Background: an optimization exercise with open tools, aiming at small area, a short achievable clock period and few clock cycles per item. Do not read the settings as production practice.
RTL that was checked went through simulation tests only; none was proved equivalent to the original.
For runs 2 and 3, only the layout was checked, not whether the RTL still works.
Power figures rest on the tool's default switching activity, not on a simulated workload.

==> design/flow/run.sh <==
#!/bin/bash
# synth_recipe.tcl (not shown) runs the flow's synth.tcl, then flattens the netlist and writes it again
# the make line also repeats each setting of config.mk as NAME=value (left out here)
make -C /OpenROAD-flow-scripts/flow DESIGN_CONFIG=/design/flow/config.mk WORK_HOME=/design/flow/orfs CLKGATE_MAP_FILE= SYNTH_SCRIPT=/design/flow/synth_recipe.tcl finish
==> design/flow/config.mk <==
export PLATFORM = sky130hd
export DESIGN_NAME = div_top
export DESIGN_NICKNAME = div_top
export VERILOG_FILES = /design/flow/design.v
export SDC_FILE = /design/flow/constraint.sdc
export NUM_CORES = 4
export LEC_CHECK = 0
export ABC_AREA = 1
export CAP_MARGIN = 20
export CORE_MARGIN = 2
export CORE_UTILIZATION = 40
export SETUP_SLACK_MARGIN = 2.0
export SLEW_MARGIN = 20
==> design/flow/constraint.sdc <==
create_clock -name core_clock -period 5.5 [get_ports {CLK}]
set_input_delay 1.1000 -clock core_clock [delete_from_list [all_inputs] [get_ports {CLK}]]
set_output_delay 1.1000 -clock core_clock [all_outputs]
set_load 0.01 [all_outputs]
==> design/flow/design.v <==
`default_nettype none
package div_pkg;
  localparam int DATA_W = 32;
  localparam int STEPS = 1;
  localparam int QB     = 2 * STEPS;         
  localparam int QB_LG  = (QB <= 1) ? 0 : (QB <= 2) ? 1 : (QB <= 4) ? 2 : 3;
  localparam int DVS_W  = DATA_W + QB;       
  localparam int CNT_W  = 6 - QB_LG;         
  localparam logic [DATA_W-1:0] INT_MIN = {1'b1, {(DATA_W-1){1'b0}}};
  localparam logic [1:0] OP_DIV  = 2'd0;
  localparam logic [1:0] OP_DIVU = 2'd1;
  localparam logic [1:0] OP_REM  = 2'd2;
  localparam logic [1:0] OP_REMU = 2'd3;
  localparam int OP_REM_BIT   = 1;
  localparam int OP_UNSGN_BIT = 0;
endpackage
`default_nettype wire
`timescale 1ns/1ps
`default_nettype none
module div_add #(
  parameter int W = 32
) (
  input  wire  [W-1:0] a,
  input  wire  [W-1:0] b,
  input  wire          cin,
  output logic [W-1:0] sum,
  output logic         cout
);
  localparam int LV = (W < 32) ? 5 : (W < 64) ? 6 : 7;   
  logic [LV:0][W:0] g;
  logic [LV:0][W:0] p;
  assign g[0] = {a & b, cin};
  assign p[0] = {a ^ b, 1'b0};
  for (genvar l = 0; l < LV; l++) begin : g_lvl
    for (genvar i = 0; i <= W; i++) begin : g_bit
      if ((i >> l) % 2 == 1) begin : g_op
        assign g[l+1][i] = g[l][i] | (p[l][i] & g[l][((i >> l) << l) - 1]);
        assign p[l+1][i] = p[l][i] & p[l][((i >> l) << l) - 1];
      end else begin : g_pass
        assign g[l+1][i] = g[l][i];
        assign p[l+1][i] = p[l][i];
      end
    end
  end
  assign sum  = p[0][W:1] ^ g[LV][W-1:0];
  assign cout = g[LV][W];
endmodule
module div_radix4_stage #(
  parameter int DVW = 34
) (
  input  wire  [div_pkg::DATA_W-1:0]    in_rem,
  input  wire  [DVW-1:0]                in_ndvs,   
  output logic [div_pkg::DATA_W-1:0]    out_rem,
  output logic [1:0]                    digit
);
  localparam int DW = div_pkg::DATA_W;
  localparam int XW = DVW + 2;   
  logic [XW-1:0] r, ne, ne2, s3, c3;
  logic [XW-1:0] d1, d2, d3;
  logic          q1, q2, q3;
  assign r   = {{(XW-DW){1'b0}}, in_rem};
  assign ne  = {3'b111, in_ndvs[DVW-1:1]};
  assign ne2 = {2'b11, in_ndvs};
  assign s3 = r ^ ne ^ ne2;
  assign c3 = (r & ne) | (r & ne2) | (ne & ne2);
  div_add #(.W(XW)) u_d1 (.a(r),  .b(ne),                  .cin(1'b1), .sum(d1), .cout(q1));
  div_add #(.W(XW)) u_d2 (.a(r),  .b(ne2),                 .cin(1'b1), .sum(d2), .cout(q2));
  div_add #(.W(XW)) u_d3 (.a(s3), .b({c3[XW-2:0], 1'b1}),  .cin(1'b1), .sum(d3), .cout());
  assign q3 = ~d3[XW-1];
  always_comb begin
    if (q3) begin
      out_rem = d3[DW-1:0];
      digit   = 2'd3;
    end else if (q2) begin
      out_rem = d2[DW-1:0];
      digit   = 2'd2;
    end else if (q1) begin
      out_rem = d1[DW-1:0];
      digit   = 2'd1;
    end else begin
      out_rem = in_rem;
      digit   = 2'd0;
    end
  end
endmodule
`default_nettype wire
`timescale 1ns/1ps
`default_nettype none
module div_stage_array (
  input  wire                          CLK,
  input  wire                          RST_N,
  input  wire                          load,      
  input  wire                          out_free,  
  input  wire  [div_pkg::DATA_W-1:0]   in_rem,
  input  wire  [div_pkg::DVS_W-1:0]    in_ndvs,   
  input  wire  [div_pkg::CNT_W-1:0]    in_cnt,
  input  wire                          in_neg,
  input  wire                          in_op_rem,
  input  wire                          in_q_ones,
  output logic [div_pkg::DATA_W-1:0]   out_mag,   
  output logic                         neg,
  output logic                         q_ones,
  output logic                         last,      
  output logic                         busy
);
  localparam int DW = div_pkg::DATA_W;
  localparam int VW = div_pkg::DVS_W;
  localparam int QB = div_pkg::QB;
  logic [DW-1:0]             rem, quo;
  logic [VW-1:0]             ndvs;   
  logic [div_pkg::CNT_W-1:0] cnt;    
  logic                      op_rem;
  logic                      adv;
  logic [DW-1:0]             t_rem;
  logic [1:0]                t_dig;
  div_radix4_stage #(.DVW(VW)) u_step (
    .in_rem  (rem),
    .in_ndvs (ndvs),
    .out_rem (t_rem),
    .digit   (t_dig)
  );
  assign last    = busy & (cnt == '0);
  assign adv     = busy & (~last | out_free);
  assign out_mag = op_rem ? t_rem : {quo[DW-QB-1:0], t_dig};
  always_ff @(posedge CLK) begin
    if (!RST_N) begin
      busy <= 1'b0;
    end else if (load) begin
      busy <= 1'b1;
    end else if (last & out_free) begin
      busy <= 1'b0;
    end
  end
  always_ff @(posedge CLK) begin
    if (load) begin
      rem    <= in_rem;
      quo    <= '0;
      ndvs   <= in_ndvs;
      cnt    <= in_cnt;
      neg    <= in_neg;
      op_rem <= in_op_rem;
      q_ones <= in_q_ones;
    end else if (adv) begin
      rem    <= t_rem;
      quo    <= {quo[DW-QB-1:0], t_dig};
      ndvs   <= {{QB{1'b1}}, ndvs[VW-1:QB]};
      cnt    <= cnt - 1'b1;
    end
  end
endmodule
`default_nettype wire
`timescale 1ns/1ps
`default_nettype none
module div_operand_prep (
  input  wire                          CLK,
  input  wire                          RST_N,
  input  wire  [div_pkg::DATA_W-1:0]   req_a,
  input  wire  [div_pkg::DATA_W-1:0]   req_b,
  input  wire  [1:0]                   req_op,
  input  wire                          accept,   
  input  wire                          take,     
  output logic [div_pkg::DATA_W-1:0]   rem,      
  output logic [div_pkg::DVS_W-1:0]    ndvs,     
  output logic [div_pkg::CNT_W-1:0]    cnt,      
  output logic                         q_ones,   
  output logic                         neg,      
  output logic                         op_rem,
  output logic                         valid
);
  localparam int DW = div_pkg::DATA_W;
  localparam int QB = div_pkg::QB;
  logic [DW-1:0]             in_a, in_b;     
  logic [5:0]                in_la, in_lb;   
  logic                      in_a_p2, in_b_p2;
  logic                      in_a_neg, in_b_neg, in_dz, in_rem;
  logic                      sgn, a_neg, b_neg, a_p2, b_p2;
  logic [DW-1:0]             ya, yb, a_mag, b_mag;
  logic [5:0]                la, lb;
  logic [6:0]                t, k;
  logic                      none;
  assign sgn   = ~req_op[div_pkg::OP_UNSGN_BIT];
  assign a_neg = sgn & req_a[DW-1];
  assign b_neg = sgn & req_b[DW-1];
  assign ya    = req_a ^ {DW{a_neg}};
  assign yb    = req_b ^ {DW{b_neg}};
  div_lzc u_lza (.x(ya), .n(la));
  div_lzc u_lzb (.x(yb), .n(lb));
  always_comb begin
    a_p2 = a_neg;
    b_p2 = b_neg;
    for (int i = 0; i < DW-1; i++) begin
      a_p2 = a_p2 & (ya[i] | ~ya[i+1]);
      b_p2 = b_p2 & (yb[i] | ~yb[i+1]);
    end
  end
  always_ff @(posedge CLK) begin
    if (!RST_N) begin
      valid <= 1'b0;
    end else if (accept) begin
      valid <= 1'b1;
    end else if (take) begin
      valid <= 1'b0;
    end
  end
  always_ff @(posedge CLK) begin
    if (accept) begin
      in_a     <= ya;
      in_b     <= yb;
      in_la    <= la;
      in_lb    <= lb;
      in_a_p2  <= a_p2;
      in_b_p2  <= b_p2;
      in_a_neg <= a_neg;
      in_b_neg <= b_neg;
      in_dz    <= (req_b == '0);
      in_rem   <= req_op[div_pkg::OP_REM_BIT];
    end
  end
  div_cinc #(.W(DW)) u_inca (.x(in_a), .inc(in_a_neg), .y(a_mag));
  div_cinc #(.W(DW)) u_incb (.x(in_b), .inc(in_b_neg), .y(b_mag));
  div_add #(.W(7)) u_t (.a({1'b0, in_lb}), .b(~{1'b0, in_la}), .cin(in_a_p2), .sum(t), .cout());
  div_add #(.W(7)) u_k (.a(t),             .b(7'd0),            .cin(~in_b_p2), .sum(k), .cout());
  assign rem    = a_mag;
  assign none   = in_dz | k[6];
  assign ndvs   = ~(({{QB{1'b0}}, b_mag} << (k[4:0] | 5'd1)) | {(DW+QB){none}});
  assign cnt    = none ? '0 : k[5:1];
  assign q_ones = in_dz & ~in_rem;
  assign neg    = in_rem ? in_a_neg : (in_a_neg ^ in_b_neg) & ~in_dz;
  assign op_rem = in_rem;
endmodule
`default_nettype wire
`default_nettype none
module div_lzc (
  input  wire  [31:0] x,
  output logic [5:0]  n
);
  logic [15:0]      v0;
  logic [15:0][0:0] c0;
  logic [7:0]       v1;
  logic [7:0][1:0]  c1;
  logic [3:0]       v2;
  logic [3:0][2:0]  c2;
  logic [1:0]       v3;
  logic [1:0][3:0]  c3;
  logic             v4;
  logic [4:0]       c4;
  for (genvar i = 0; i < 16; i++) begin : g_l0
    assign v0[i] = x[2*i+1] | x[2*i];
    assign c0[i] = ~x[2*i+1];
  end
  for (genvar i = 0; i < 8; i++) begin : g_l1
    assign v1[i] = v0[2*i+1] | v0[2*i];
    assign c1[i] = v0[2*i+1] ? {1'b0, c0[2*i+1]} : {1'b1, c0[2*i]};
  end
  for (genvar i = 0; i < 4; i++) begin : g_l2
    assign v2[i] = v1[2*i+1] | v1[2*i];
    assign c2[i] = v1[2*i+1] ? {1'b0, c1[2*i+1]} : {1'b1, c1[2*i]};
  end
  for (genvar i = 0; i < 2; i++) begin : g_l3
    assign v3[i] = v2[2*i+1] | v2[2*i];
    assign c3[i] = v2[2*i+1] ? {1'b0, c2[2*i+1]} : {1'b1, c2[2*i]};
  end
  assign v4 = v3[1] | v3[0];
  assign c4 = v3[1] ? {1'b0, c3[1]} : {1'b1, c3[0]};
  assign n = v4 ? {1'b0, c4} : 6'd32;
endmodule
module div_cinc #(
  parameter int W = 32
) (
  input  wire  [W-1:0] x,
  input  wire          inc,
  output logic [W-1:0] y
);
  localparam int LV = (W <= 32) ? 5 : 6;   
  logic [LV:0][W-1:0] a;
  assign a[0] = {x[W-2:0], 1'b1};
  for (genvar l = 0; l < LV; l++) begin : g_lvl
    for (genvar i = 0; i < W; i++) begin : g_bit
      if ((i >> l) % 2 == 1) begin : g_op
        assign a[l+1][i] = a[l][i] & a[l][((i >> l) << l) - 1];
      end else begin : g_pass
        assign a[l+1][i] = a[l][i];
      end
    end
  end
  assign y = x ^ ({W{inc}} & a[LV]);
endmodule
module div_cneg #(
  parameter int W = 32
) (
  input  wire  [W-1:0] x,
  input  wire          neg,
  output logic [W-1:0] y
);
  localparam int LV = (W <= 32) ? 5 : 6;   
  logic [LV:0][W-1:0] o;
  assign o[0] = {x[W-2:0], 1'b0};
  for (genvar l = 0; l < LV; l++) begin : g_lvl
    for (genvar i = 0; i < W; i++) begin : g_bit
      if ((i >> l) % 2 == 1) begin : g_op
        assign o[l+1][i] = o[l][i] | o[l][((i >> l) << l) - 1];
      end else begin : g_pass
        assign o[l+1][i] = o[l][i];
      end
    end
  end
  assign y = x ^ ({W{neg}} & o[LV]);
endmodule
`default_nettype wire
`timescale 1ns/1ps
`default_nettype none
module div_result_fix (
  input  wire                          CLK,
  input  wire                          RST_N,
  input  wire  [div_pkg::DATA_W-1:0]   mag,
  input  wire                          neg,
  input  wire                          q_ones,
  input  wire                          put,        
  input  wire                          res_ready,
  output logic                         free,       
  output logic                         free_held,  
  output logic [div_pkg::DATA_W-1:0]   res,
  output logic                         res_valid
);
  logic [div_pkg::DATA_W-1:0] r_mag, sgn_mag;
  logic                       r_neg, r_q_ones, r_valid, move;
  assign move = r_valid & (~res_valid | res_ready);
  assign free_held = ~r_valid | ~res_valid;
  assign free      = free_held | res_ready;
  always_ff @(posedge CLK) begin
    if (!RST_N) begin
      r_valid <= 1'b0;
    end else if (put) begin
      r_valid <= 1'b1;
    end else if (move) begin
      r_valid <= 1'b0;
    end
  end
  always_ff @(posedge CLK) begin
    if (put) begin
      r_mag    <= mag;
      r_neg    <= neg;
      r_q_ones <= q_ones;
    end
  end
  div_cneg #(.W(div_pkg::DATA_W)) u_neg (.x(r_mag), .neg(r_neg), .y(sgn_mag));
  always_ff @(posedge CLK) begin
    if (!RST_N) begin
      res_valid <= 1'b0;
    end else if (move) begin
      res_valid <= 1'b1;
    end else if (res_ready) begin
      res_valid <= 1'b0;
    end
  end
  always_ff @(posedge CLK) begin
    if (move) begin
      res <= r_q_ones ? '1 : sgn_mag;
    end
  end
endmodule
`default_nettype wire
`timescale 1ns/1ps
`default_nettype none
module div_top (
  input  wire                         CLK,
  input  wire                         RST_N,
  input  wire  [div_pkg::DATA_W-1:0]  req_a,
  input  wire  [div_pkg::DATA_W-1:0]  req_b,
  input  wire  [1:0]                  req_op,
  input  wire                         req_valid,
  output logic                        req_ready,
  output logic [div_pkg::DATA_W-1:0]  res,
  output logic                        res_valid,
  input  wire                         res_ready
);
  localparam int DW = div_pkg::DATA_W;
  logic [DW-1:0]              p_rem;
  logic [div_pkg::DVS_W-1:0]  p_ndvs;
  logic [div_pkg::CNT_W-1:0]  p_cnt;
  logic                       p_q_ones, p_neg, p_op_rem, p_valid;
  logic [DW-1:0]              c_mag;
  logic                       c_neg, c_q_ones, c_last, c_busy;
  logic                       r_free, r_free_held, rr_any, put, load, accept;
  assign put       = c_last & r_free;
  assign load      = p_valid & (~c_busy | put);
  assign accept    = req_valid & req_ready;
  assign rr_any    = ~p_valid | ~c_busy | (c_last & r_free_held);
  assign req_ready = RST_N & (rr_any | (c_last & res_ready));
  div_operand_prep u_prep (
    .CLK    (CLK),
    .RST_N  (RST_N),
    .req_a  (req_a),
    .req_b  (req_b),
    .req_op (req_op),
    .accept (accept),
    .take   (load),
    .rem    (p_rem),
    .ndvs   (p_ndvs),
    .cnt    (p_cnt),
    .q_ones (p_q_ones),
    .neg    (p_neg),
    .op_rem (p_op_rem),
    .valid  (p_valid)
  );
  div_stage_array u_core (
    .CLK       (CLK),
    .RST_N     (RST_N),
    .load      (load),
    .out_free  (r_free),
    .in_rem    (p_rem),
    .in_ndvs   (p_ndvs),
    .in_cnt    (p_cnt),
    .in_neg    (p_neg),
    .in_op_rem (p_op_rem),
    .in_q_ones (p_q_ones),
    .out_mag   (c_mag),
    .neg       (c_neg),
    .q_ones    (c_q_ones),
    .last      (c_last),
    .busy      (c_busy)
  );
  div_result_fix u_fix (
    .CLK       (CLK),
    .RST_N     (RST_N),
    .mag       (c_mag),
    .neg       (c_neg),
    .q_ones    (c_q_ones),
    .put       (put),
    .res_ready (res_ready),
    .free      (r_free),
    .free_held (r_free_held),
    .res       (res),
    .res_valid (res_valid)
  );
endmodule
`default_nettype wire
==> reports/results.ini, run 1 <==
[clocking]
htreeDepth=1
clk_path_buf_depth=3
tritoncts=built
cts_sinks=256
clk_pin_slew_worst_paths_ps=60
hold_buffers=0
clock_latency_ps=600
cts_buffers=30
clockRootBuffer=clkbuf_16

[detailed_routing]
wl_per_cell_um=17.9
vias=19948
drt_pre_antenna_iters=7
drc=0
post_drt_via_cell_ratio=5.44
drt-total-wl_um=65700
drt_iter0_markers=1818
antenna_left=0

[synthesis]
synth_fp_nets=3050
synth_edf_count=222
ys_warn_count=4
synth_common_cells=nand2_1 (759), nand3_1 (411), inv_1 (320)
synth-seq-cells=256
synth_top_area_cell=edfxtp_1
yosysMostFrequentCell=nand2_1
syn_area_sq_um=21700
syn_area_per_cell_sq_um=7.67
seq_area_frac_synth=0.339
synthArstFlopShare=0
synthCells=2825
synth.distinct_cells=67
ys.flop_type=edfxtp_1
yosysTopAreaCellShare=0.308
synth_area_leaders=edfxtp_1 (31%), nand2_1 (13%), nand3_1 (9.5%), ha_1 (6.3%), inv_1 (5.5%)

[pwr]
clkPwrFrac=0.177
p_switching_mw=5.35
power_density_nw_per_um2=456
p_int_mw=6.11
ir_worst_vdd_v=0.000305
seq_power_share=0.240
leakagePower_nw=11.3
netSwitchingFraction=0.467
power_mw=11.5
combPwrFrac=0.583

[run]
maxCapViolCount=0

[timing]
fmax_mhz=292
worst_slew_pin_slew_ps=1030
setup_tns_ps=0
post-route-min-period_ps=3420
post-route-period-util=0.622
hold_viol=0
setup_violations=0
slew_violations=0
fin_skew_ps=40.6
relSlewSlack=0.310
rsz0062_at_grt=true

[final_layout]
drive_gt1_frac=0.102
fill_cells=5286
area_growth_pct=15.9
seqCellArea_sq_um=7350
fin_nets=3177
n_antenna_cell=0
multi_input_area_sq_um=12900

[setup_path]
critPathMaxFanout=8
critPathSlowestCell=fa_1
cpPeakStageDelay_ps=470
crit_arrival_ps=3730
crit_buf_inv=2
end_kind=flip-flop
crit_path_frequent_cell=nand3_1
required_ps=5810
critical_path_class=flip-flop to flip-flop
setup.worst_path.start_class=flip-flop
crit_family=simple AND/OR/NAND/NOR gates
crit_chain=fa_1, inv_1, nand3_1, nand3_1, inv_1, fa_1, xor2_2, nor3_4, nand3_1, nand3b_1, nand2_2, nor2_8, o21ai_1, nand2_1, o21ai_1, nand2_1

[placement]
routabilityCongestion=0.926
port_buffers=103
place_hpwl_um=48800

[global_route]
antenna_found_initial=0
grt_pass1_wl_um=102000
grt_busiest_layer=met2
grt_use_met2=0.372
gr-total-overflow=0
grt_max_degree=60
track_usage=0.227
met3_usage=0.0239
met1_usage=0.306
first_global_vias=18976

[floorplan]
die_x_um=237
placeableCoreArea_sq_um=53700
die_area_sq_um=56100
rows=85
boundaryPins=104
die_y_um=237
start_util=0.404

[outcome]
status=timing/DRC/antenna clean

[worst_hold_path]
min_path_type=flip-flop to flip-flop

==> worst reg2reg max path, cell delays in order (launching register included) <==
cell and delay [ps]:
edfxtp_1 420, fa_1 380, inv_1 100, nand3_1 80, nand3_1 100, inv_1 70
fa_1 470, xor2_2 390, nor3_4 70, nand3_1 90, nand3b_1 90, nand2_2 170
nor2_8 100, o21ai_1 250, nand2_1 90, o21ai_1 170, nand2_1 90
==> power groups by stage <==
stage                     combinational [mW]  sequential (mW)  clock [mW]
after floorplan                         4.61             2.68           0
after global placement                  5.79             2.79           0
after detailed placement                5.93             2.79           0
after CTS                               6.19             2.75        2.06
after global routing                    7.44             2.77        2.14
final                                   6.68             2.75        2.03
==> final timing paths <==
check,startpoint,to,slack [ps],cells past startpoint
setup / recovery,u_prep.in_la[0],u_core.ndvs[19],2080,16
hold / removal,u_core.neg,u_fix.r_neg,420,0
setup reg to reg,u_prep.in_la[0],u_core.ndvs[19],2080,16
hold reg to reg,u_core.neg,u_fix.r_neg,420,0
==> cell usage in the layout, fill, tap and decap left out, types with 45 or more instances in the layout <==
master / synthesis / layout
o21ai_0: 84 / 80
nand3_1: 411 / 411
nand2_1: 759 / 754
fa_1: 46 / 45
xor2_1: 62 / 61
inv_1: 320 / 314
nor2_1: 127 / 121
xnor2_1: 53 / 53
edfxtp_1: 222 / 222
nand4_1: 50 / 50
clkdlybuf4s50_1: 0 / 101
buf_4: 6 / 66
a21oi_1: 138 / 134
ha_1: 109 / 101
==> final cells by class <==
cell class | count | share of cell area
repair inverters | 1 | 0.000299
clock inverters | 14 | 0.00722
multi-input cells | 2141 | 0.513
repair buffers | 179 | 0.0669
inverters | 343 | 0.0525
well taps | 696 | 0.0347
clock buffers | 40 | 0.0331
flip-flops and latches | 256 | 0.292
==> flip-flops by register name (all words and copies together) (netlist names), 5 cells and up <==
name,flops
u_fix.res,32
u_core.ndvs,34
u_core.cnt,5
u_fix.r_mag,32
u_core.quo,30
u_core.rem,32
u_prep.in_lb,6
u_prep.in_la,6
u_prep.in_b,32
u_prep.in_a,32
==> metal layers <==
metal,routed length [um],vias to the layer above
li1,-,9730
met1,28400,9373
met2,30000,695
met3,4140,150
met4,3090,0
met5,0,-
==> cells by family after synthesis <==
logic type               Yosys count  synth area share
XOR/XNOR                         130            0.0582
adder cells (fa/ha/maj)          155             0.105
flip-flops                       256             0.339
AO/OA/AOI/OAI                    337            0.0913
buffers and inverters            436            0.0865
AND/OR/NAND/NOR                 1511             0.320
==> stage by stage <==
step	hold slack, ps	setup slack [ps]	instance area [sq um]	util	instances
2_1_floorplan	400	354	21700	-	2825
3_3_place_gp	414	1540	23300	0.433	3556
3_5_place_dp	413	1500	23300	0.433	3556
4_1_cts	428	1860	24600	0.458	3635
5_1_grt	432	1910	25100	0.468	3670
6_report	423	2080	25100	0.468	3670
==> what timing repair did <==
item	CTS	global route
buffers inserted	21	30
gates cloned	4	5
pin swaps	5	13
endpoints found under the setup margin	89	90
resized for setup	21	49
Testbench counts, summed over its fixed seeds: cycles 51,178, items 16,000.
==> run 2: changes to the inputs <==
--- a/design/flow/design.v
+++ b/design/flow/design.v
@@ -34,7 +34,7 @@
   for (genvar l = 0; l < LV; l++) begin : g_lvl
     for (genvar i = 0; i <= W; i++) begin : g_bit
-      if ((i >> l) % 2 == 1) begin : g_op
-        assign g[l+1][i] = g[l][i] | (p[l][i] & g[l][((i >> l) << l) - 1]);
-        assign p[l+1][i] = p[l][i] & p[l][((i >> l) << l) - 1];
+      if (i >= (1 << l)) begin : g_op
+        assign g[l+1][i] = g[l][i] | (p[l][i] & g[l][i - (1 << l)]);
+        assign p[l+1][i] = p[l][i] & p[l][i - (1 << l)];
       end else begin : g_pass
         assign g[l+1][i] = g[l][i];
@@ -50,5 +50,5 @@
 ) (
   input  wire  [div_pkg::DATA_W-1:0]    in_rem,
-  input  wire  [DVW-1:0]                in_ndvs,   
+  input  wire  [DVW-1:0]                in_dvs,
   output logic [div_pkg::DATA_W-1:0]    out_rem,
   output logic [1:0]                    digit
@@ -60,6 +60,6 @@
   logic          q1, q2, q3;
   assign r   = {{(XW-DW){1'b0}}, in_rem};
-  assign ne  = {3'b111, in_ndvs[DVW-1:1]};
-  assign ne2 = {2'b11, in_ndvs};
+  assign ne  = ~{3'b000, in_dvs[DVW-1:1]};
+  assign ne2 = ~{2'b00, in_dvs};
   assign s3 = r ^ ne ^ ne2;
   assign c3 = (r & ne) | (r & ne2) | (ne & ne2);
@@ -93,5 +93,5 @@
   input  wire                          out_free,  
   input  wire  [div_pkg::DATA_W-1:0]   in_rem,
-  input  wire  [div_pkg::DVS_W-1:0]    in_ndvs,   
+  input  wire  [div_pkg::DVS_W-1:0]    in_dvs,
   input  wire  [div_pkg::CNT_W-1:0]    in_cnt,
   input  wire                          in_neg,
@@ -108,5 +108,5 @@
   localparam int QB = div_pkg::QB;
   logic [DW-1:0]             rem, quo;
-  logic [VW-1:0]             ndvs;   
+  logic [VW-1:0]             dvs;
   logic [div_pkg::CNT_W-1:0] cnt;    
   logic                      op_rem;
@@ -116,5 +116,5 @@
   div_radix4_stage #(.DVW(VW)) u_step (
     .in_rem  (rem),
-    .in_ndvs (ndvs),
+    .in_dvs  (dvs),
     .out_rem (t_rem),
     .digit   (t_dig)
@@ -136,5 +136,5 @@
       rem    <= in_rem;
       quo    <= '0;
-      ndvs   <= in_ndvs;
+      dvs    <= in_dvs;
       cnt    <= in_cnt;
       neg    <= in_neg;
@@ -144,5 +144,5 @@
       rem    <= t_rem;
       quo    <= {quo[DW-QB-1:0], t_dig};
-      ndvs   <= {{QB{1'b1}}, ndvs[VW-1:QB]};
+      dvs    <= {{QB{1'b0}}, dvs[VW-1:QB]};
       cnt    <= cnt - 1'b1;
     end
@@ -161,5 +161,5 @@
   input  wire                          take,     
   output logic [div_pkg::DATA_W-1:0]   rem,      
-  output logic [div_pkg::DVS_W-1:0]    ndvs,     
+  output logic [div_pkg::DVS_W-1:0]    dvs,      
   output logic [div_pkg::CNT_W-1:0]    cnt,      
   output logic                         q_ones,   
@@ -171,27 +171,10 @@
   localparam int QB = div_pkg::QB;
   logic [DW-1:0]             in_a, in_b;     
-  logic [5:0]                in_la, in_lb;   
-  logic                      in_a_p2, in_b_p2;
   logic                      in_a_neg, in_b_neg, in_dz, in_rem;
-  logic                      sgn, a_neg, b_neg, a_p2, b_p2;
-  logic [DW-1:0]             ya, yb, a_mag, b_mag;
+  logic                      sgn, a_neg, b_neg, dz, op_r, a_p2, b_p2;
+  logic [DW-1:0]             a_mag, b_mag;
   logic [5:0]                la, lb;
   logic [6:0]                t, k;
   logic                      none;
-  assign sgn   = ~req_op[div_pkg::OP_UNSGN_BIT];
-  assign a_neg = sgn & req_a[DW-1];
-  assign b_neg = sgn & req_b[DW-1];
-  assign ya    = req_a ^ {DW{a_neg}};
-  assign yb    = req_b ^ {DW{b_neg}};
-  div_lzc u_lza (.x(ya), .n(la));
-  div_lzc u_lzb (.x(yb), .n(lb));
-  always_comb begin
-    a_p2 = a_neg;
-    b_p2 = b_neg;
-    for (int i = 0; i < DW-1; i++) begin
-      a_p2 = a_p2 & (ya[i] | ~ya[i+1]);
-      b_p2 = b_p2 & (yb[i] | ~yb[i+1]);
-    end
-  end
   always_ff @(posedge CLK) begin
     if (!RST_N) begin
@@ -203,12 +186,11 @@
     end
   end
+  assign sgn   = ~req_op[div_pkg::OP_UNSGN_BIT];
+  assign a_neg = sgn & req_a[DW-1];
+  assign b_neg = sgn & req_b[DW-1];
   always_ff @(posedge CLK) begin
     if (accept) begin
-      in_a     <= ya;
-      in_b     <= yb;
-      in_la    <= la;
-      in_lb    <= lb;
-      in_a_p2  <= a_p2;
-      in_b_p2  <= b_p2;
+      in_a     <= req_a ^ {DW{a_neg}};
+      in_b     <= req_b ^ {DW{b_neg}};
       in_a_neg <= a_neg;
       in_b_neg <= b_neg;
@@ -217,15 +199,27 @@
     end
   end
+  assign op_r = in_rem;
+  assign dz   = in_dz;
   div_cinc #(.W(DW)) u_inca (.x(in_a), .inc(in_a_neg), .y(a_mag));
   div_cinc #(.W(DW)) u_incb (.x(in_b), .inc(in_b_neg), .y(b_mag));
-  div_add #(.W(7)) u_t (.a({1'b0, in_lb}), .b(~{1'b0, in_la}), .cin(in_a_p2), .sum(t), .cout());
-  div_add #(.W(7)) u_k (.a(t),             .b(7'd0),            .cin(~in_b_p2), .sum(k), .cout());
+  div_lzc u_lza (.x(in_a), .n(la));
+  div_lzc u_lzb (.x(in_b), .n(lb));
+  always_comb begin
+    a_p2 = in_a_neg;
+    b_p2 = in_b_neg;
+    for (int i = 0; i < DW-1; i++) begin
+      a_p2 = a_p2 & (in_a[i] | ~in_a[i+1]);
+      b_p2 = b_p2 & (in_b[i] | ~in_b[i+1]);
+    end
+  end
+  div_add #(.W(7)) u_t (.a({1'b0, lb}), .b(~{1'b0, la}), .cin(a_p2),  .sum(t), .cout());
+  div_add #(.W(7)) u_k (.a(t),          .b(7'd0),        .cin(~b_p2), .sum(k), .cout());
+  assign none   = dz | k[6];
   assign rem    = a_mag;
-  assign none   = in_dz | k[6];
-  assign ndvs   = ~(({{QB{1'b0}}, b_mag} << (k[4:0] | 5'd1)) | {(DW+QB){none}});
+  assign dvs    = ({{QB{1'b0}}, b_mag} << (k[4:0] | 5'd1)) | {(DW+QB){none}};
   assign cnt    = none ? '0 : k[5:1];
-  assign q_ones = in_dz & ~in_rem;
-  assign neg    = in_rem ? in_a_neg : (in_a_neg ^ in_b_neg) & ~in_dz;
-  assign op_rem = in_rem;
+  assign q_ones = dz & ~op_r;
+  assign neg    = op_r ? in_a_neg : (in_a_neg ^ in_b_neg) & ~dz;
+  assign op_rem = op_r;
 endmodule
 `default_nettype wire
@@ -277,6 +271,6 @@
   for (genvar l = 0; l < LV; l++) begin : g_lvl
     for (genvar i = 0; i < W; i++) begin : g_bit
-      if ((i >> l) % 2 == 1) begin : g_op
-        assign a[l+1][i] = a[l][i] & a[l][((i >> l) << l) - 1];
+      if (i >= (1 << l)) begin : g_op
+        assign a[l+1][i] = a[l][i] & a[l][i - (1 << l)];
       end else begin : g_pass
         assign a[l+1][i] = a[l][i];
@@ -298,6 +292,6 @@
   for (genvar l = 0; l < LV; l++) begin : g_lvl
     for (genvar i = 0; i < W; i++) begin : g_bit
-      if ((i >> l) % 2 == 1) begin : g_op
-        assign o[l+1][i] = o[l][i] | o[l][((i >> l) << l) - 1];
+      if (i >= (1 << l)) begin : g_op
+        assign o[l+1][i] = o[l][i] | o[l][i - (1 << l)];
       end else begin : g_pass
         assign o[l+1][i] = o[l][i];
@@ -319,5 +313,4 @@
   input  wire                          res_ready,
   output logic                         free,       
-  output logic                         free_held,  
   output logic [div_pkg::DATA_W-1:0]   res,
   output logic                         res_valid
@@ -326,6 +319,5 @@
   logic                       r_neg, r_q_ones, r_valid, move;
   assign move = r_valid & (~res_valid | res_ready);
-  assign free_held = ~r_valid | ~res_valid;
-  assign free      = free_held | res_ready;
+  assign free = ~r_valid | ~res_valid | res_ready;
   always_ff @(posedge CLK) begin
     if (!RST_N) begin
@@ -377,15 +369,14 @@
   localparam int DW = div_pkg::DATA_W;
   logic [DW-1:0]              p_rem;
-  logic [div_pkg::DVS_W-1:0]  p_ndvs;
+  logic [div_pkg::DVS_W-1:0]  p_dvs;
   logic [div_pkg::CNT_W-1:0]  p_cnt;
   logic                       p_q_ones, p_neg, p_op_rem, p_valid;
   logic [DW-1:0]              c_mag;
   logic                       c_neg, c_q_ones, c_last, c_busy;
-  logic                       r_free, r_free_held, rr_any, put, load, accept;
+  logic                       r_free, put, load, accept;
   assign put       = c_last & r_free;
   assign load      = p_valid & (~c_busy | put);
+  assign req_ready = RST_N & (~p_valid | load);
   assign accept    = req_valid & req_ready;
-  assign rr_any    = ~p_valid | ~c_busy | (c_last & r_free_held);
-  assign req_ready = RST_N & (rr_any | (c_last & res_ready));
   div_operand_prep u_prep (
     .CLK    (CLK),
@@ -397,5 +388,5 @@
     .take   (load),
     .rem    (p_rem),
-    .ndvs   (p_ndvs),
+    .dvs    (p_dvs),
     .cnt    (p_cnt),
     .q_ones (p_q_ones),
@@ -410,5 +401,5 @@
     .out_free  (r_free),
     .in_rem    (p_rem),
-    .in_ndvs   (p_ndvs),
+    .in_dvs    (p_dvs),
     .in_cnt    (p_cnt),
     .in_neg    (p_neg),
@@ -430,5 +421,4 @@
     .res_ready (res_ready),
     .free      (r_free),
-    .free_held (r_free_held),
     .res       (res),
     .res_valid (res_valid)
--- a/design/flow/config.mk
+++ b/design/flow/config.mk
@@ -6,8 +6,7 @@
 export NUM_CORES = 4
 export LEC_CHECK = 0
-export ABC_AREA = 1
 export CAP_MARGIN = 20
 export CORE_MARGIN = 2
-export CORE_UTILIZATION = 40
-export SETUP_SLACK_MARGIN = 2.0
+export CORE_UTILIZATION = 65
+export SETUP_SLACK_MARGIN = 1.0
 export SLEW_MARGIN = 20
==> run 2 against run 1 <==
Compared with the run above: still clean; clock power down 11%; via count up 2.8%; sequential cell count down 14; total power down 3.5%; synthesized cell count down 15%; final cell count down 19%; worst setup slack worse by 1400 ps; sequential power down 7%; register-to-register slack worse by 1400 ps; first-iteration DRC count up 46%; largest power group unchanged; highest routed layer is now met5.
==> reports/results.ini, run 2 <==
[final_layout]
fill_cells=2006  ; -62%
final_cell_mix=a21oi_1 (241), nand2_1 (227), nor2_1 (211), edfxtp_1 (208), xnor2_1 (133)
regMostFlops=u_core.dvs
largest_reg_flops=34  ; unchanged
final_common_cell=a21oi_1
area_growth_pct=20.4
fin_nets=2752  ; -13%
utilization=0.792  ; +0.324
drive_gt1_frac=0.141  ; +0.0391

[synthesis]
synth_common_cells=a21oi_1 (257), nand2_1 (230), nor2_1 (220)
synthArstFlopShare=0  ; unchanged
synth_top_family_by_area=compound AO/OA/AOI/OAI gates
synthXorXnorAreaFrac=0.0912  ; +0.0330
synth-seq-cells=242  ; -5.5%
ys_warn_count=4  ; unchanged
synth_top_area_cell=edfxtp_1
synthCells=2389  ; -15%
synth_fp_nets=2601  ; -15%
yosysTopAreaCellShare=0.303  ; -0.00499
yosysMostFrequentCell=a21oi_1
syn_area_sq_um=20600  ; -4.8%
synthMuxAreaShare=0.0308  ; +0.0308
seq_area_frac_synth=0.335  ; -0.00342
synth_compound_area_frac=0.225  ; +0.134
synth_edf_count=208  ; -6.3%
synth-simple-area-share=0.180  ; -0.140
synthAdderAreaFrac=0.0981  ; -0.00734
syn_area_per_cell_sq_um=8.64  ; +13%
synth_area_leaders=edfxtp_1 (30%), ha_1 (6.6%), a21oi_1 (6.2%), xnor2_1 (5.9%), nand2_1 (4.2%)
synth.distinct_cells=83  ; +24%
ys.flop_type=edfxtp_1

[timing]
post-route-min-period_ps=4830  ; +1410 ps
setup_violations=0  ; unchanged
setup_slack_ps=671  ; -1410 ps
slew_violations=0  ; unchanged
worst_slew_pin_slew_ps=1050  ; +12.0 ps
setup_tns_ps=0  ; unchanged
post-route-period-util=0.878  ; +0.256
fin_skew_ps=19.4  ; -21.2 ps
whs_ps=420  ; -2.99 ps
relSlewSlack=0.301  ; -0.00824
hold_viol=0  ; unchanged
rsz0062_at_grt=true
fmax_mhz=207  ; -29%

[setup_path]
crit_arrival_ps=5110  ; +1380 ps
critical_path_class=flip-flop to flip-flop
required_ps=5780  ; -30 ps
critPathMaxFanout=7  ; -1
reg2regPathDepth=18  ; +2
end_kind=flip-flop
crit_chain=nor4_2, nor2b_4, a2111oi_2, o31a_1, o31ai_2, a21boi_1, o311ai_2, ha_4, xor2_4, buf_6, o311ai_4, buf_4, buf_4, xnor2_4, mux2_4, mux4_2, o21ai_1, o21ai_1
cp.depth=18  ; +2
critPathSlowestCell=edfxtp_1
crit_buf_inv=3  ; +1
cpPeakStageDelay_ps=510  ; +40 ps
setup.worst_path.start_class=flip-flop
crit_family=compound AO/OA/AOI/OAI gates

[clocking]
clockRootBuffer=clkbuf_16
htreeDepth=1  ; unchanged
clock_latency_ps=570  ; -30 ps
hold_buffers=0  ; unchanged
tritoncts=built
clk_path_buf_depth=3  ; unchanged
clk_pin_slew_worst_paths_ps=60  ; about the same
cts_buffers=27  ; -10%
cts_sinks=242  ; -5.5%

[detailed_routing]
post_drt_via_cell_ratio=6.92  ; +27%
drt-total-wl_um=71000  ; +8.0%
antenna_left=0  ; unchanged
vias=20513  ; +2.8%
drc=0  ; unchanged
drt_iter0_markers=2660  ; +46%
wl_per_cell_um=23.9  ; +34%
drt_pre_antenna_iters=6  ; -1

[global_route]
grt_pass1_wl_um=106000  ; +4.4%
track_usage=0.411  ; +0.184
first_global_vias=19570  ; +3.1%
grt_max_degree=63  ; +5.0%
antenna_found_initial=4  ; +4
gr-total-overflow=0  ; unchanged

[pwr]
ir_worst_vdd_v=0.000322  ; +5.9%
power_density_nw_per_um2=445  ; -2.4%
power_mw=11.1  ; -3.5%
leakagePower_nw=9.59  ; -15%

[placement]
preCtsSetupSlack_ps=84.7  ; -1420 ps
port_buffers=103  ; unchanged
place_hpwl_um=51700  ; +5.9%
routabilityCongestion=1.02  ; +9.9%

[floorplan]
placeableCoreArea_sq_um=31400  ; -42%
die_x_um=182  ; -23%
die_y_um=182  ; -23%
die_area_sq_um=33200  ; -41%
rows=65  ; -24%
boundaryPins=104  ; unchanged
start_util=0.658  ; +0.254

[worst_hold_path]
holdPathStages=0  ; unchanged
min_path_type=flip-flop to flip-flop

[outcome]
status=timing/DRC/antenna clean

[run]
maxCapViolCount=0  ; unchanged

run 2: cell count changes in the layout (fill, tap and decap cells not counted), sizes merged, moves of 33 or more:
cell	delta
a21o	+49
a21oi	+113
a31oi	+33
and2	+33
and3	+35
buf	+67
inv	-235
mux2i	+41
nand2	-567
nand2b	+48
nand3	-371
nor2	+74
xnor2	+82
run 2: per-layer routing:
metal	routed length, um	share of wire	global-route usage
met3	6820	0.096	0.0890
met1	25100	0.35	0.476
met4	6490	0.092	0.302
met5	25	0.00035	0
met2	32500	0.46	0.674
run 2: stage by stage:
stage / std cells / cell area, sq um
4_1_cts: 2942 / 24300
6_report: 2965 / 24900
2_1_floorplan: 2389 / 20900
5_1_grt: 2963 / 24900
3_5_place_dp: 2842 / 22500
3_3_place_gp: 2842 / 22500
run 2: what timing repair did:
action                     CTS  global route
pin swaps                   54            34
setup buffers               46            19
cloned                       4             1
setup endpoints to repair  104            91
gates resized for setup    115            72
run 2: cell type report:
type | count | area [sq um] | area share
Timing Repair Buffer | 247 | 2350 | 0.0947
Clock inverter | 20 | 169 | 0.00680
Sequential cell | 242 | 6930 | 0.279
Multi-Input combinational cell | 1929 | 13900 | 0.557
Tap cell | 402 | 503 | 0.0202
Antenna cell | 2 | 5.00 | 0.000201
Inverter | 93 | 349 | 0.0140
Clock buffer | 30 | 697 | 0.0280
run 2: final timing paths:
path | from | to | slack (ps)
hold / removal | u_core.neg | u_fix.r_neg | 420
hold reg to reg | u_core.neg | u_fix.r_neg | 420
setup / recovery | u_prep.in_a[10] | u_core.dvs[29] | 670
setup reg to reg | u_prep.in_a[10] | u_core.dvs[29] | 670
run 2: cell families after synthesis:
family / Yosys count
xor gates and xnor gates: 215
DFF: 242
buffers and inverters: 220
AOI/OAI and AO/OA: 734
adders and majority gates: 142
and+or+nand+nor: 776
muxes: 60
run 2: where the power goes:
part | switching (mW) | internal (mW) | total [mW]
Clock | 0.823 | 0.983 | 1.81
Sequential | 0.262 | 2.29 | 2.55
Combinational | 3.99 | 2.71 | 6.70
==> run 3: changes to the inputs <==
--- a/design/flow/design.v
+++ b/design/flow/design.v
@@ -34,7 +34,7 @@
   for (genvar l = 0; l < LV; l++) begin : g_lvl
     for (genvar i = 0; i <= W; i++) begin : g_bit
-      if (i >= (1 << l)) begin : g_op
-        assign g[l+1][i] = g[l][i] | (p[l][i] & g[l][i - (1 << l)]);
-        assign p[l+1][i] = p[l][i] & p[l][i - (1 << l)];
+      if ((i >> l) % 2 == 1) begin : g_op
+        assign g[l+1][i] = g[l][i] | (p[l][i] & g[l][((i >> l) << l) - 1]);
+        assign p[l+1][i] = p[l][i] & p[l][((i >> l) << l) - 1];
       end else begin : g_pass
         assign g[l+1][i] = g[l][i];
==> run 3 against run 2 <==
Compared with the run above: still clean; worst setup slack better by 240 ps; sequential cell count unchanged; critical path depth unchanged; register-to-register slack better by 240 ps; core utilization up 0.15 points; worst hold slack better by 13 ps; global-route usage down 2.7 points; die area down 4.8%; critical endpoint is now u_core.dvs[27]; largest cell class unchanged; highest routed layer is now met4.
==> reports/results.ini, run 3 <==
[global_route]
first_global_vias=17325  ; -11%
grt_pass1_wl_um=94200  ; -11%
track_usage=0.383  ; -0.0273
gr-total-overflow=0  ; unchanged
grt_max_degree=78  ; +24%
antenna_found_initial=1  ; -3

[synthesis]
synth_fp_nets=2394  ; -8.0%
yosysTopAreaCellShare=0.318  ; +0.0157
synth-simple-area-share=0.182  ; +0.00251
synthArstFlopShare=0  ; unchanged
synth_top_area_cell=edfxtp_1
ys.flop_type=edfxtp_1
synth.distinct_cells=81  ; -2.4%
synth_top_family_by_area=compound AO/OA/AOI/OAI gates
synthMuxAreaShare=0.0231  ; -0.00764
ys_warn_count=4  ; unchanged
synth_compound_area_frac=0.195  ; -0.0303
synth_area_leaders=edfxtp_1 (32%), ha_1 (7.1%), xnor2_1 (6.2%), fa_1 (4.7%), a21oi_1 (4.1%)
synthCells=2167  ; -9.3%
synthAdderAreaFrac=0.118  ; +0.0196
synth_edf_count=208  ; unchanged
syn_area_sq_um=19600  ; -4.9%
yosysMostFrequentCell=nand2_1
syn_area_per_cell_sq_um=9.06  ; +4.8%
synth-seq-cells=242  ; unchanged
synthXorXnorAreaFrac=0.0901  ; -0.00106
synth_common_cells=nand2_1 (212), edfxtp_1 (208), nor2_1 (183)
seq_area_frac_synth=0.353  ; +0.0174

[setup_path]
end_kind=flip-flop
critical_path_class=flip-flop to flip-flop
timing.rr.start=u_prep.in_a[13]
crit_family=adder cells
reg2regPathDepth=18  ; unchanged
crit_arrival_ps=4970  ; -140 ps
crit_buf_inv=4  ; +1
critPathMaxFanout=7  ; unchanged
r2r_setup_slack_ps=910  ; +240 ps
critPathSlowestCell=edfxtp_1
required_ps=5880  ; +100 ps
setup.worst_path.start_class=flip-flop
r2r-end=u_core.dvs[27]
crit_chain=nor4_4, and3_4, inv_1, o21ai_2, nand4b_1, o211ai_1, fa_2, inv_2, fa_2, ha_4, clkinvlp_4, buf_4, nor2_1, o21bai_1, o21ai_0, mux2_2, nand2_1, a32oi_1
cpPeakStageDelay_ps=480  ; -30 ps
crit_path_frequent_cell=fa_2

[floorplan]
die_area_sq_um=31600  ; -4.8%
rows=63  ; -3.1%
start_util=0.660  ; +0.00276
die_y_um=178  ; -2.4%
placeableCoreArea_sq_um=29700  ; -5.3%
boundaryPins=104  ; unchanged
die_x_um=178  ; -2.4%

[detailed_routing]
drt_iter0_markers=2480  ; -6.8%
wl_per_cell_um=22.8  ; -4.9%
drt-total-wl_um=62300  ; -12%
drc=0  ; unchanged
drt_pre_antenna_iters=6  ; unchanged
post_drt_via_cell_ratio=6.71  ; -2.9%
antenna_left=0  ; unchanged
vias=18392  ; -10%

[run]
maxCapViolCount=0  ; unchanged

[clocking]
htreeDepth=1  ; unchanged
tritoncts=built
hold_buffers=0  ; unchanged
clk_pin_slew_worst_paths_ps=60  ; about the same
clockRootBuffer=clkbuf_16
clock_latency_ps=550  ; -20 ps
cts_buffers=27  ; unchanged
clk_path_buf_depth=3  ; unchanged
cts_sinks=242  ; unchanged

[worst_hold_path]
holdCritStartpoint=u_core.q_ones
whs_endpoint=u_fix.r_q_ones
holdPathStages=0  ; unchanged
min_path_type=flip-flop to flip-flop

[final_layout]
stdcell_count=2739  ; -7.6%
drive_gt1_frac=0.158  ; +0.0167
area_growth_pct=20.1
fin_area_sq_um=23600  ; -5.2%
fin_nets=2554  ; -7.2%
regMostFlops=u_core.dvs
utilization=0.793  ; +0.00152
final_cell_mix=nand2_1 (208), edfxtp_1 (208), nor2_1 (175), a21oi_1 (154), xnor2_1 (136)
largest_reg_flops=34  ; unchanged
fill_cells=1987  ; -0.95%

[placement]
preCtsSetupSlack_ps=271  ; +186 ps
dpl_cell_area_sq_um=21200  ; -5.7%
placed_cells=2595  ; -8.7%
routabilityCongestion=0.956  ; -6.0%
port_buffers=103  ; unchanged
place_hpwl_um=44400  ; -14%

[timing]
post-route-min-period_ps=4590  ; -237 ps
setup_slack_ps=908  ; +237 ps
whs_ps=433  ; +12.6 ps
rsz0062_at_grt=true
relSlewSlack=0.357  ; +0.0556
worst_slew_pin_slew_ps=956  ; -89.6 ps
slew_violations=0  ; unchanged
post-route-period-util=0.835  ; -0.0431
fmax_mhz=218  ; +5.2%
hold_viol=0  ; unchanged
setup_violations=0  ; unchanged
fin_skew_ps=11.9  ; -7.55 ps
setup_tns_ps=0  ; unchanged

[outcome]
status=timing/DRC/antenna clean

[pwr]
leakagePower_nw=8.83  ; -7.9%
ir_worst_vdd_v=0.000280  ; -13%
power_mw=10.1  ; -8.4%
power_density_nw_per_um2=430  ; -3.4%

[run 3: power by group]
group	switching (mW)	internal, mW
logic	3.38	2.45
registers	0.263	2.28
clock network	0.769	0.981
[run 3: repair_timing]
action | 4_1_cts | 5_1_grt
endpoints found under the setup margin | 97 | 98
pin swaps | 15 | 32
cloned | 4 | 3
resized for setup | 58 | 106
buffers inserted | 36 | 49
[run 3: final cells by class]
type | count | area (sq um) | area share
timing repair buffer | 247 | 2330 | 0.0989
multi-input combinational | 1720 | 12600 | 0.535
clock inverter | 19 | 146 | 0.00621
clock buffer | 30 | 708 | 0.0300
tap | 390 | 488 | 0.0207
sequential | 242 | 6930 | 0.294
antenna | 2 | 5.00 | 0.000212
inverter | 89 | 353 | 0.0150
[run 3: kinds of logic (layout without fill, tap and decap cells)]
family | count (synthesis) | in the layout
buffers and inverters | 206 | 385
xor gates and xnor gates | 202 | 202
other | 0 | 2
DFF | 242 | 242
AOI/OAI and AO/OA | 587 | 588
adders and majority gates | 157 | 157
muxes | 43 | 43
and+or+nand+nor | 730 | 730
[run 3: layer usage]
metal / track usage / vias to the layer above / part of all wire
met3: 0.0760 / 287 / 0.098
met4: 0.235 / 0 / 0.073
met2: 0.618 / 1127 / 0.46
met5: 0 / - / 0
li1: - / 8277 / -
met1: 0.474 / 8701 / 0.37
[run 3: how the worst max path moves through the flow]
stage / from / to / cells past startpoint
global route: u_prep.in_b[15] / u_core.dvs[24] / 18
global placement: u_prep.in_b[12] / u_core.dvs[30] / 18
finish: u_prep.in_a[13] / u_core.dvs[27] / 18
floorplan: u_prep.in_b[5] / u_core.dvs[33] / 19
CTS: u_prep.in_b[11] / u_core.dvs[2] / 20
detailed placement: u_prep.in_a[24] / u_core.dvs[30] / 18

==> re-timing with driven ports <==
The flow's constraints put no driver on any port. The routed layouts listed below were extracted and timed again, unchanged, in two steps. Step 1 assumes that a clkbuf_16 drives the clock port and a buf_2 every other input. Step 2 adds t to the input delays and takes it off the output delays; t is the mean of the earliest and latest rising clock arrival at the registers after step 1. Input paths then give back, and output paths get back, about the clock's delay inside the block. Slacks: no drivers / after step 1 / after step 2; pairs: no drivers / after step 1.
| run | t, ns | slack for setup (ns) | slew at the worst register clock pin (ns) |
|---|---|---|---|
| run 1 | 0.639 | 2.079 / 2.079 / 1.696 | 0.06 / 0.06 |
| run 2 | 0.613 | 0.671 / 0.671 / 0.671 | 0.07 / 0.07 |
| run 3 | 0.602 | 0.908 / 0.908 / 0.908 | 0.07 / 0.07 |
After both steps every run listed still meets setup and hold. The setup slack of run 1, which loses most, moves by 0.000 ns with the drivers and by -0.383 ns with both steps.
